This design comes from an exercise in tuning for small area on the open sky130 flow, not from production work. In this exercise RTL edits were held to simulation tests only and were not proved equivalent to the original. No activity file was given, so power comes from the tool's default toggle rates.

## design/flow/design.v

```verilog
package cpu_pkg;
    typedef logic [32-1:0] word_t;
    typedef logic [5-1:0] reg_addr_t;
    typedef enum logic [6:0] {
        OP_REG    = 7'b0110011,
        OP_IMM    = 7'b0010011,
        OP_LUI    = 7'b0110111,
        OP_JAL    = 7'b1101111,
        OP_BRANCH = 7'b1100011,
        OP_LOAD   = 7'b0000011,
        OP_STORE  = 7'b0100011
    } opcode_e;
    typedef enum logic [3:0] {
        ALU_ADD,
        ALU_SUB,
        ALU_AND,
        ALU_OR,
        ALU_XOR,
        ALU_SLT,
        ALU_SLTU,
        ALU_SLL,
        ALU_SRL,
        ALU_SRA
    } alu_op_e;
    typedef enum logic [2:0] {
        BR_NONE,
        BR_EQ,
        BR_NE,
        BR_LT,
        BR_GE,
        BR_LTU,
        BR_GEU
    } branch_e;
    typedef enum logic [2:0] {
        ST_IF,
        ST_IW,
        ST_ID,
        ST_EXE,
        ST_WB,
        ST_ST,
        ST_LD,
        ST_RDW
    } state_e;
    typedef struct packed {
        reg_addr_t rs1;
        reg_addr_t rs2;
        reg_addr_t rd;
        word_t     imm;
        alu_op_e   alu_op;
        logic      use_imm;
        branch_e   branch;
        logic      is_jal;
        logic      is_lui;
        logic      is_load;
        logic      is_store;
        logic      reg_write;
    } ctrl_t;
    typedef struct packed {
        word_t                  addr;
        word_t                  wdata;
        logic [32/8-1:0] wstrb;
        logic                   write;
        logic                   read;
    } mem_req_t;
    typedef struct packed {
        logic      valid;
        logic      wen;
        reg_addr_t waddr;
        word_t     wdata;
        word_t     pc;
    } retire_t;
    typedef struct packed {
        logic zero;
        logic neg_signed;
        logic lt_unsigned;
    } alu_flags_t;
endpackage
module cpu_decoder (
    input  cpu_pkg::word_t instruction,
    output cpu_pkg::ctrl_t ctrl
);
    logic [2:0]       funct3;
    logic             is_reg_op;
    cpu_pkg::word_t   imm_i;
    cpu_pkg::word_t   imm_s;
    cpu_pkg::word_t   imm_b;
    cpu_pkg::word_t   imm_j;
    cpu_pkg::word_t   imm_u;
    cpu_pkg::alu_op_e arith_op;
    cpu_pkg::branch_e branch_kind;
    assign funct3    = instruction[14:12];
    assign is_reg_op = (instruction[6:0] == cpu_pkg::OP_REG);
    assign imm_i = {{20{instruction[31]}}, instruction[31:20]};
    assign imm_s = {{20{instruction[31]}}, instruction[31:25], instruction[11:7]};
    assign imm_b = {{19{instruction[31]}}, instruction[31], instruction[7],
                    instruction[30:25], instruction[11:8], 1'b0};
    assign imm_j = {{11{instruction[31]}}, instruction[31], instruction[19:12],
                    instruction[20], instruction[30:21], 1'b0};
    assign imm_u = {instruction[31:12], 12'b0};
    always_comb begin
        case (funct3)
            3'b000:  arith_op = (is_reg_op && instruction[30]) ? cpu_pkg::ALU_SUB
                                                                : cpu_pkg::ALU_ADD;
            3'b001:  arith_op = cpu_pkg::ALU_SLL;
            3'b010:  arith_op = cpu_pkg::ALU_SLT;
            3'b011:  arith_op = cpu_pkg::ALU_SLTU;
            3'b100:  arith_op = cpu_pkg::ALU_XOR;
            3'b101:  arith_op = instruction[30] ? cpu_pkg::ALU_SRA : cpu_pkg::ALU_SRL;
            3'b110:  arith_op = cpu_pkg::ALU_OR;
            default: arith_op = cpu_pkg::ALU_AND;
        endcase
    end
    always_comb begin
        case (funct3)
            3'b000:  branch_kind = cpu_pkg::BR_EQ;
            3'b001:  branch_kind = cpu_pkg::BR_NE;
            3'b100:  branch_kind = cpu_pkg::BR_LT;
            3'b101:  branch_kind = cpu_pkg::BR_GE;
            3'b110:  branch_kind = cpu_pkg::BR_LTU;
            3'b111:  branch_kind = cpu_pkg::BR_GEU;
            default: branch_kind = cpu_pkg::BR_NONE;
        endcase
    end
    always_comb begin
        ctrl        = '0;
        ctrl.rs1    = instruction[19:15];
        ctrl.rs2    = instruction[24:20];
        ctrl.rd     = instruction[11:7];
        ctrl.imm    = imm_i;
        ctrl.alu_op = cpu_pkg::ALU_ADD;
        ctrl.branch = cpu_pkg::BR_NONE;
        case (instruction[6:0])
            cpu_pkg::OP_REG: begin
                ctrl.alu_op    = arith_op;
                ctrl.reg_write = 1'b1;
            end
            cpu_pkg::OP_IMM: begin
                ctrl.alu_op    = arith_op;
                ctrl.use_imm   = 1'b1;
                ctrl.reg_write = 1'b1;
            end
            cpu_pkg::OP_LUI: begin
                ctrl.imm       = imm_u;
                ctrl.is_lui    = 1'b1;
                ctrl.reg_write = 1'b1;
            end
            cpu_pkg::OP_JAL: begin
                ctrl.imm       = imm_j;
                ctrl.is_jal    = 1'b1;
                ctrl.reg_write = 1'b1;
            end
            cpu_pkg::OP_BRANCH: begin
                ctrl.imm    = imm_b;
                ctrl.alu_op = cpu_pkg::ALU_SUB;
                ctrl.branch = branch_kind;
            end
            cpu_pkg::OP_LOAD: begin
                if (funct3 == 3'b010) begin
                    ctrl.use_imm   = 1'b1;
                    ctrl.is_load   = 1'b1;
                    ctrl.reg_write = 1'b1;
                end
            end
            cpu_pkg::OP_STORE: begin
                if (funct3 == 3'b010) begin
                    ctrl.imm      = imm_s;
                    ctrl.use_imm  = 1'b1;
                    ctrl.is_store = 1'b1;
                end
            end
            default: ;
        endcase
    end
endmodule
module cpu_alu (
    input  cpu_pkg::word_t      a,
    input  cpu_pkg::word_t      b,
    input  cpu_pkg::alu_op_e    op,
    output cpu_pkg::word_t      result,
    output cpu_pkg::alu_flags_t flags
);
    logic [32:0] diff;
    logic               overflow;
    logic [4:0]         shamt;
    assign diff     = {1'b0, a} - {1'b0, b};
    assign overflow = (a[32-1] ^ b[32-1]) & (a[32-1] ^ diff[32-1]);
    assign shamt    = b[4:0];
    assign flags.zero        = (diff[32-1:0] == '0);
    assign flags.neg_signed  = diff[32-1] ^ overflow;
    assign flags.lt_unsigned = diff[32];
    always_comb begin
        case (op)
            cpu_pkg::ALU_ADD:  result = a + b;
            cpu_pkg::ALU_SUB:  result = diff[32-1:0];
            cpu_pkg::ALU_AND:  result = a & b;
            cpu_pkg::ALU_OR:   result = a | b;
            cpu_pkg::ALU_XOR:  result = a ^ b;
            cpu_pkg::ALU_SLT:  result = {{(32-1){1'b0}}, flags.neg_signed};
            cpu_pkg::ALU_SLTU: result = {{(32-1){1'b0}}, flags.lt_unsigned};
            cpu_pkg::ALU_SLL:  result = a << shamt;
            cpu_pkg::ALU_SRL:  result = a >> shamt;
            cpu_pkg::ALU_SRA:  result = $signed(a) >>> shamt;
            default:           result = '0;
        endcase
    end
endmodule
module cpu_regfile (
    input  logic               clk,
    input  cpu_pkg::reg_addr_t raddr1,
    input  cpu_pkg::reg_addr_t raddr2,
    output cpu_pkg::word_t     rdata1,
    output cpu_pkg::word_t     rdata2,
    input  logic               wen,
    input  cpu_pkg::reg_addr_t waddr,
    input  cpu_pkg::word_t     wdata
);
    cpu_pkg::word_t regs [32];
    always_ff @(posedge clk) begin
        if (wen && waddr != '0) begin
            regs[waddr] <= wdata;
        end
    end
    assign rdata1 = (raddr1 == '0) ? '0 : regs[raddr1];
    assign rdata2 = (raddr2 == '0) ? '0 : regs[raddr2];
endmodule
module cpu_control (
    input  logic                clk,
    input  logic                rst,
    input  logic                inst_req_ready,
    input  logic                inst_valid,
    input  cpu_pkg::word_t      instruction,
    output cpu_pkg::word_t      pc,
    output logic                inst_req_valid,
    output logic                inst_ready,
    output cpu_pkg::word_t      inst_word,
    input  cpu_pkg::ctrl_t      ctrl,
    input  cpu_pkg::word_t      rdata1,
    input  cpu_pkg::word_t      rdata2,
    output cpu_pkg::word_t      alu_a,
    output cpu_pkg::word_t      alu_b,
    output cpu_pkg::alu_op_e    alu_op,
    input  cpu_pkg::word_t      alu_result,
    input  cpu_pkg::alu_flags_t alu_flags,
    output logic                rf_wen,
    output cpu_pkg::reg_addr_t  rf_waddr,
    output cpu_pkg::word_t      rf_wdata,
    output cpu_pkg::mem_req_t   mem_req,
    input  logic                mem_req_ready,
    input  cpu_pkg::word_t      read_data,
    input  logic                read_data_valid,
    output logic                read_data_ready,
    output cpu_pkg::retire_t    retire
);
    cpu_pkg::state_e state_q;
    cpu_pkg::state_e state_d;
    cpu_pkg::word_t  pc_q;
    logic            req_valid_q;
    cpu_pkg::word_t  inst_q;
    cpu_pkg::word_t  inst_pc_q;
    cpu_pkg::ctrl_t  ctrl_q;
    cpu_pkg::word_t  op1_q;
    cpu_pkg::word_t  op2_q;
    cpu_pkg::word_t  res_q;
    cpu_pkg::word_t  load_q;
    logic            taken;
    logic            redirect;
    always_comb begin
        case (ctrl_q.branch)
            cpu_pkg::BR_EQ:  taken = alu_flags.zero;
            cpu_pkg::BR_NE:  taken = !alu_flags.zero;
            cpu_pkg::BR_LT:  taken = alu_flags.neg_signed;
            cpu_pkg::BR_GE:  taken = !alu_flags.neg_signed;
            cpu_pkg::BR_LTU: taken = alu_flags.lt_unsigned;
            cpu_pkg::BR_GEU: taken = !alu_flags.lt_unsigned;
            default:         taken = 1'b0;
        endcase
    end
    assign redirect = taken || ctrl_q.is_jal;
    always_comb begin
        state_d = state_q;
        case (state_q)
            cpu_pkg::ST_IF:  if (inst_req_valid && inst_req_ready) state_d = cpu_pkg::ST_IW;
            cpu_pkg::ST_IW:  if (inst_valid) state_d = cpu_pkg::ST_ID;
            cpu_pkg::ST_ID:  state_d = cpu_pkg::ST_EXE;
            cpu_pkg::ST_EXE: begin
                if (ctrl_q.is_store) begin
                    state_d = cpu_pkg::ST_ST;
                end else if (ctrl_q.is_load) begin
                    state_d = cpu_pkg::ST_LD;
                end else if (ctrl_q.reg_write) begin
                    state_d = cpu_pkg::ST_WB;
                end else begin
                    state_d = cpu_pkg::ST_IF;
                end
            end
            cpu_pkg::ST_ST:  if (mem_req_ready) state_d = cpu_pkg::ST_IF;
            cpu_pkg::ST_LD:  if (mem_req_ready) state_d = cpu_pkg::ST_RDW;
            cpu_pkg::ST_RDW: if (read_data_valid) state_d = cpu_pkg::ST_WB;
            default:         state_d = cpu_pkg::ST_IF;
        endcase
    end
    always_ff @(posedge clk) begin
        if (rst) begin
            state_q     <= cpu_pkg::ST_IF;
            pc_q        <= 32'h0000_0000;
            req_valid_q <= 1'b0;
        end else begin
            state_q     <= state_d;
            req_valid_q <= (state_d == cpu_pkg::ST_IF);
            if (inst_req_valid && inst_req_ready) begin
                pc_q <= pc_q + 32'd4;
            end else if (state_q == cpu_pkg::ST_EXE && redirect) begin
                pc_q <= inst_pc_q + ctrl_q.imm;
            end
        end
    end
    always_ff @(posedge clk) begin
        if (state_q == cpu_pkg::ST_IW && inst_valid) begin
            inst_q    <= instruction;
            inst_pc_q <= pc_q - 32'd4;
        end
        if (state_q == cpu_pkg::ST_ID) begin
            ctrl_q <= ctrl;
            op1_q  <= rdata1;
            op2_q  <= rdata2;
        end
        if (state_q == cpu_pkg::ST_EXE) begin
            res_q <= alu_result;
        end
        if (state_q == cpu_pkg::ST_RDW && read_data_valid) begin
            load_q <= read_data;
        end
    end
    assign pc              = pc_q;
    assign inst_req_valid  = req_valid_q;
    assign inst_ready      = (state_q == cpu_pkg::ST_IW);
    assign inst_word       = inst_q;
    assign read_data_ready = (state_q == cpu_pkg::ST_RDW);
    assign alu_a  = op1_q;
    assign alu_b  = ctrl_q.use_imm ? ctrl_q.imm : op2_q;
    assign alu_op = ctrl_q.alu_op;
    assign mem_req.addr  = {res_q[32-1:2], 2'b00};
    assign mem_req.wdata = op2_q;
    assign mem_req.wstrb = '1;
    assign mem_req.write = (state_q == cpu_pkg::ST_ST);
    assign mem_req.read  = (state_q == cpu_pkg::ST_LD);
    always_comb begin
        if (ctrl_q.is_lui) begin
            rf_wdata = ctrl_q.imm;
        end else if (ctrl_q.is_jal) begin
            rf_wdata = inst_pc_q + 32'd4;
        end else if (ctrl_q.is_load) begin
            rf_wdata = load_q;
        end else begin
            rf_wdata = res_q;
        end
    end
    assign rf_wen   = (state_q == cpu_pkg::ST_WB) && ctrl_q.reg_write;
    assign rf_waddr = ctrl_q.rd;
    assign retire.valid = (state_q == cpu_pkg::ST_WB) ||
                          (state_q == cpu_pkg::ST_EXE && state_d == cpu_pkg::ST_IF) ||
                          (state_q == cpu_pkg::ST_ST && mem_req_ready);
    assign retire.wen   = rf_wen;
    assign retire.waddr = rf_waddr;
    assign retire.wdata = rf_wdata;
    assign retire.pc    = inst_pc_q;
endmodule
module cpu_core (
    input  logic              clk,
    input  logic              rst,
    output cpu_pkg::word_t    pc,
    output logic              inst_req_valid,
    input  logic              inst_req_ready,
    input  cpu_pkg::word_t    instruction,
    input  logic              inst_valid,
    output logic              inst_ready,
    output cpu_pkg::mem_req_t mem_req,
    input  logic              mem_req_ready,
    input  cpu_pkg::word_t    read_data,
    input  logic              read_data_valid,
    output logic              read_data_ready,
    output cpu_pkg::retire_t  retire
);
    cpu_pkg::word_t      inst_word;
    cpu_pkg::ctrl_t      ctrl;
    cpu_pkg::word_t      rdata1;
    cpu_pkg::word_t      rdata2;
    cpu_pkg::word_t      alu_a;
    cpu_pkg::word_t      alu_b;
    cpu_pkg::alu_op_e    alu_op;
    cpu_pkg::word_t      alu_result;
    cpu_pkg::alu_flags_t alu_flags;
    logic                rf_wen;
    cpu_pkg::reg_addr_t  rf_waddr;
    cpu_pkg::word_t      rf_wdata;
    cpu_control u_control (
        .clk             (clk),
        .rst             (rst),
        .inst_req_ready  (inst_req_ready),
        .inst_valid      (inst_valid),
        .instruction     (instruction),
        .pc              (pc),
        .inst_req_valid  (inst_req_valid),
        .inst_ready      (inst_ready),
        .inst_word       (inst_word),
        .ctrl            (ctrl),
        .rdata1          (rdata1),
        .rdata2          (rdata2),
        .alu_a           (alu_a),
        .alu_b           (alu_b),
        .alu_op          (alu_op),
        .alu_result      (alu_result),
        .alu_flags       (alu_flags),
        .rf_wen          (rf_wen),
        .rf_waddr        (rf_waddr),
        .rf_wdata        (rf_wdata),
        .mem_req         (mem_req),
        .mem_req_ready   (mem_req_ready),
        .read_data       (read_data),
        .read_data_valid (read_data_valid),
        .read_data_ready (read_data_ready),
        .retire          (retire)
    );
    cpu_decoder u_decoder (
        .instruction (inst_word),
        .ctrl        (ctrl)
    );
    cpu_regfile u_regfile (
        .clk    (clk),
        .raddr1 (ctrl.rs1),
        .raddr2 (ctrl.rs2),
        .rdata1 (rdata1),
        .rdata2 (rdata2),
        .wen    (rf_wen),
        .waddr  (rf_waddr),
        .wdata  (rf_wdata)
    );
    cpu_alu u_alu (
        .a      (alu_a),
        .b      (alu_b),
        .op     (alu_op),
        .result (alu_result),
        .flags  (alu_flags)
    );
endmodule
module cpu_top (
    input  logic        clk,
    input  logic        rst,
    output logic [31:0] pc,
    output logic        inst_req_valid,
    input  logic        inst_req_ready,
    input  logic [31:0] instruction,
    input  logic        inst_valid,
    output logic        inst_ready,
    output logic [31:0] mem_addr,
    output logic [31:0] mem_wdata,
    output logic [3:0]  mem_wstrb,
    output logic        mem_write,
    output logic        mem_read,
    input  logic        mem_req_ready,
    input  logic [31:0] read_data,
    input  logic        read_data_valid,
    output logic        read_data_ready,
    output logic        retire_valid,
    output logic        retire_wen,
    output logic [4:0]  retire_waddr,
    output logic [31:0] retire_wdata,
    output logic [31:0] retire_pc
);
    cpu_pkg::mem_req_t mem_req;
    cpu_pkg::retire_t  retire;
    cpu_core u_core (
        .clk             (clk),
        .rst             (rst),
        .pc              (pc),
        .inst_req_valid  (inst_req_valid),
        .inst_req_ready  (inst_req_ready),
        .instruction     (instruction),
        .inst_valid      (inst_valid),
        .inst_ready      (inst_ready),
        .mem_req         (mem_req),
        .mem_req_ready   (mem_req_ready),
        .read_data       (read_data),
        .read_data_valid (read_data_valid),
        .read_data_ready (read_data_ready),
        .retire          (retire)
    );
    assign mem_addr     = mem_req.addr;
    assign mem_wdata    = mem_req.wdata;
    assign mem_wstrb    = mem_req.wstrb;
    assign mem_write    = mem_req.write;
    assign mem_read     = mem_req.read;
    assign retire_valid = retire.valid;
    assign retire_wen   = retire.wen;
    assign retire_waddr = retire.waddr;
    assign retire_wdata = retire.wdata;
    assign retire_pc    = retire.pc;
endmodule
```

## design/flow/run.sh

```bash
#!/bin/bash
# synth_recipe.tcl (not shown) runs the flow's synth.tcl, then flattens the netlist and writes it again
# the make line also repeats each setting of config.mk as NAME=value (left out here)
make -C /OpenROAD-flow-scripts/flow DESIGN_CONFIG=/design/flow/config.mk WORK_HOME=/design/flow/orfs CLKGATE_MAP_FILE= SYNTH_SCRIPT=/design/flow/synth_recipe.tcl finish
```

## design/flow/config.mk

```make
export PLATFORM = sky130hd
export DESIGN_NAME = cpu_top
export DESIGN_NICKNAME = cpu_top
export VERILOG_FILES = /design/flow/design.v
export SDC_FILE = /design/flow/constraint.sdc
export NUM_CORES = 4
export LEC_CHECK = 0
export CAP_MARGIN = 20
export CORE_MARGIN = 2
export CORE_UTILIZATION = 40
export SLEW_MARGIN = 20
```

## design/flow/constraint.sdc

```tcl
create_clock -name core_clock -period 8.0 [get_ports {clk}]
set_input_delay 1.6000 -clock core_clock [delete_from_list [all_inputs] [get_ports {clk}]]
set_output_delay 1.6000 -clock core_clock [all_outputs]
set_load 0.01 [all_outputs]
```

==> flow_summary_export.csv <==
group,metric,value,unit
place,dp_worst_setup_slack,731,ps
cts,cts_hold_buf,0,
setup_path,path_max_fanout,32,
floorplan,core_area,174000,sq um
sta,period_share,0.927,
setup_path,cp_data_required_time,8740,ps
finish,final_core_util,0.461,
cts,post_cts_resized,0,
finish,final_common_cell,"edfxtp_1",
sta,rsz0062_at_grt,"false",
place,dp_cells,7073,
setup_path,cp-startpoint,"u_core.u_control.ctrl_q[8]$_DFFE_PP_",
finish,fin_cells,7328,
place,dp.final_hpwl,171000,um
power,power.share.clock,0.341,
place,gp_congestion,1.01,
sta,period_needed,7420,ps
power,peakVddDrop,0.000155,V
drt,firstDrtPassIters,9,
cts,cts-root-buf,"clkbuf_16",
setup_path,critPathArrivalTime,8150,ps
grt,grt_pass1_wl,361000,um
drt,vias,47103,
setup_path,cp-start-kind,"flop",
setup_path,critical_path_class,"flop to flop",
sta,setup_viol,0,
logic_synthesis,ys_async_sr_fraction,0,
drt,drt-met1-wl,102000,um
grt,grt_pass1_vias,46251,
sta,fin_skew,55.3,ps
floorplan,die_w,422,um
logic_synthesis,synth-warning-count,4,
power,p_int,12.9,mW
grt,grt-ovfl-total,0,
finish,layout_common_cells,"1266 x edfxtp_1, 641 x mux4_2, 345 x nor2_1",
floorplan,dieArea,178000,sq um
grt,grt_max_degree,110,
sta,slew_headroom,0.219,
grt,grt_util_all_layers,0.286,
place,io_buffers,239,
logic_synthesis,yosysSeqAreaShare,0.554,
logic_synthesis,syn-instance-count,4669,
logic_synthesis,synth-seq-cells,1302,
setup_path,crit_path_end_kind,"flop",
logic_synthesis,synth_largest_area_cell,"edfxtp_1",
sta,timing.final.ws_setup,582,ps
finish,fin_nets,5102,
setup_path,rr_endpoint,"u_core.u_control.pc_q[3]$_SDFFE_PP0P_",
drt,ant_nets,0,
power,combPwrFrac,0.230,
logic_synthesis,synth_edf_count,1266,
cts,cts_setup_buffers,0,
power,net-switching-power,5.87,mW
setup_path,r2r_slack,580,ps
floorplan,row_count,153,
sta,report.final.slew_viol_count,0,
grt,antenna_found_initial,19,
run_status,status,"finished clean",
worst_hold_path,hold_class,"flop to flop",
sta,max_freq,135,MHz
logic_synthesis,ys.flop_type,"edfxtp_1",
sta,setup_tns,0,ps
power,seqPwrFrac,0.429,
run,cap_viol_max_count,0,
setup_path,crit_slowest_cell,"fa_1",
power,p_per_area,235,nW/um^2
drt,drt-total-wl,258000,um
logic_synthesis,yosys-top-cells-area,"edfxtp_1 54%, mux4_2 21%, mux2i_1 3.2%",
cts,cts.sinks,1302,
finish,area_growth,14.5,%
cts,cts_tree,"yes",
power,sw_frac_of_total,0.312,
drt,wl_met3,22600,um
cts,cts_buffers,147,
drt,remaining_drc_errors,0,
power,leakagePower,26.7,nW
cts,cts.clk_slew.worst_paths,70,ps
floorplan,ios,246,
floorplan,start_util,0.403,
sta,finalHoldViolCount,0,
cts,htree_levels,4,
cts,clk_latency,830,ps
logic_synthesis,syn-cell-area,70000,sq um
drt,top_layer,"met5",
logic_synthesis,synth_top_area_frac,0.543,
drt,wl_per_cell,35.2,um
setup_path,cp-endpoint,"u_core.u_control.pc_q[3]$_SDFFE_PP0P_",
cts,cts_buffer_depth,3,
sta,tightest_slew,1160,ps
floorplan,fp.dieH,422,um
drt,drt_iter0_drc,6344,
logic_synthesis,yosysUniqueCellTypes,105,
setup_path,timing.rr.start,"u_core.u_control.ctrl_q[8]$_DFFE_PP_",
logic_synthesis,synth_area_per_cell,15.0,sq um
drt,route.met2.wl,122000,um
finish,drive_gt1_frac,0.225,
drt,routed_via_density,6.43,
sta,hold_ws,483,ps
setup_path,max_stage_delay,580,ps
setup_path,r2r_cells,28,
logic make-up after synthesis:
| logic type | count (synthesis) | share of synthesized area |
|---|---|---|
| adder cells (fa/ha/maj) | 135 | 0.0246 |
| flip-flops | 1302 | 0.554 |
| AND/OR/NAND/NOR | 956 | 0.0642 |
| multiplexers | 870 | 0.239 |
| AO/OA/AOI/OAI | 812 | 0.0751 |
| buffers and inverters | 471 | 0.0283 |
| XOR/XNOR | 121 | 0.0151 |
| other | 2 | 0.000107 |
power groups by stage:
| stage | registers [mW] | clock network, mW | logic (mW) |
|---|---|---|---|
| after floorplan | 8.14 | 0 | 2.58 |
| after global routing | 8.07 | 6.79 | 4.55 |
| final | 8.06 | 6.42 | 4.32 |
| after CTS | 8.06 | 6.54 | 4.26 |
| after global placement | 8.19 | 0 | 4.27 |
| after detailed placement | 8.20 | 0 | 4.24 |
sequential cells by signal (all words and copies together), names as in the netlist:
name	cells
u_core.u_control.ctrl_q	50
u_core.u_control.inst_pc_q	32
u_core.u_control.inst_q	32
u_core.u_control.load_q	32
u_core.u_control.op1_q	32
u_core.u_control.op2_q	32
u_core.u_control.pc_q	32
u_core.u_control.req_valid_q	1
u_core.u_control.res_q	32
u_core.u_control.state_q	3
u_core.u_regfile.regs	1024
cells in the mapped netlist (all sizes together), types with 78 or more instances:
| library cell | n |
|---|---|
| nor3 | 78 |
| a21oi | 194 |
| edfxtp | 1266 |
| buf | 134 |
| ha | 131 |
| nand2 | 215 |
| nor2 | 378 |
| xnor2 | 79 |
| inv | 106 |
| clkbuf | 225 |
| o21ai | 218 |
| mux4 | 641 |
| mux2i | 227 |
critical path: cells and delay by family, from the launching register on:
kind                     cells  cell delay, ps
AO/OA/AOI/OAI               10            2620
AND/OR/NAND/NOR             12            2560
multiplexers                 1             360
buffers and inverters        3             570
flip-flops                   1             370
adder cells (fa/ha/maj)      2             820
worst min-delay path by stage:
stage	startpoint	cells after the start	end	slack, ps
final	u_core.u_control.inst_q[10]$_DFFE_PP_	0	u_core.u_control.ctrl_q[48]$_DFFE_PP_	480
after global routing	u_core.u_control.inst_q[10]$_DFFE_PP_	0	u_core.u_control.ctrl_q[48]$_DFFE_PP_	490
after CTS	u_core.u_control.inst_q[10]$_DFFE_PP_	0	u_core.u_control.ctrl_q[48]$_DFFE_PP_	490
after detailed placement	u_core.u_control.inst_q[10]$_DFFE_PP_	0	u_core.u_control.ctrl_q[48]$_DFFE_PP_	450
after global placement	u_core.u_control.inst_q[10]$_DFFE_PP_	0	u_core.u_control.ctrl_q[48]$_DFFE_PP_	450
after floorplan	u_core.u_control.inst_q[8]$_DFFE_PP_	0	u_core.u_control.ctrl_q[46]$_DFFE_PP_	430
cell type report:
type | instances | area (sq um)
Multi-Input combinational cell | 2932 | 29900
Sequential cell | 1302 | 38700
Fill cell | 15329 | 93700
Timing Repair Buffer | 402 | 3730
Tap cell | 2325 | 2910
Clock buffer | 175 | 3780
Antenna cell | 3 | 7.51
Inverter | 112 | 422
Clock inverter | 77 | 707
stage by stage:
stage | instance area, sq um | total power, mW
2_1_floorplan | 70100 | 10.7
3_3_place_gp | 75600 | 12.5
3_5_place_dp | 75700 | 12.4
4_1_cts | 80100 | 18.9
5_1_grt | 80100 | 19.4
6_report | 80200 | 18.8
routing by layer:
metal  global-route usage  up-vias
met1                0.391    24722
met2                0.457     2625
met4                0.110        6
li1                     -    19268
met5                    0        -
met3               0.0498      482

-- static timing again, ports no longer ideal --
The flow's constraints put no driver on any port. The routed layout listed below was extracted and timed again, unchanged, in two steps. Step 1: set_driving_cell puts a clkbuf_16 on clk and a buf_2 on each other input, an assumption about the parent block. Step 2 times the ports against the registers' clock, not the clock port: input delays grow and output delays shrink by t, the midpoint of the rising clock arrivals with the driver on. Slacks: ideal ports / drivers / drivers and shift; pairs: ideal ports / drivers.
t, ns: 0.886
setup WS [ns]: 0.582 / 0.582 / 0.582
worst setup path at the end: register to register
pins driven straight from the clock port: 1
After both steps setup and hold are still met in this run. For this run, drivers alone change the setup slack by 0.000 ns; drivers and shift together by 0.000 ns.
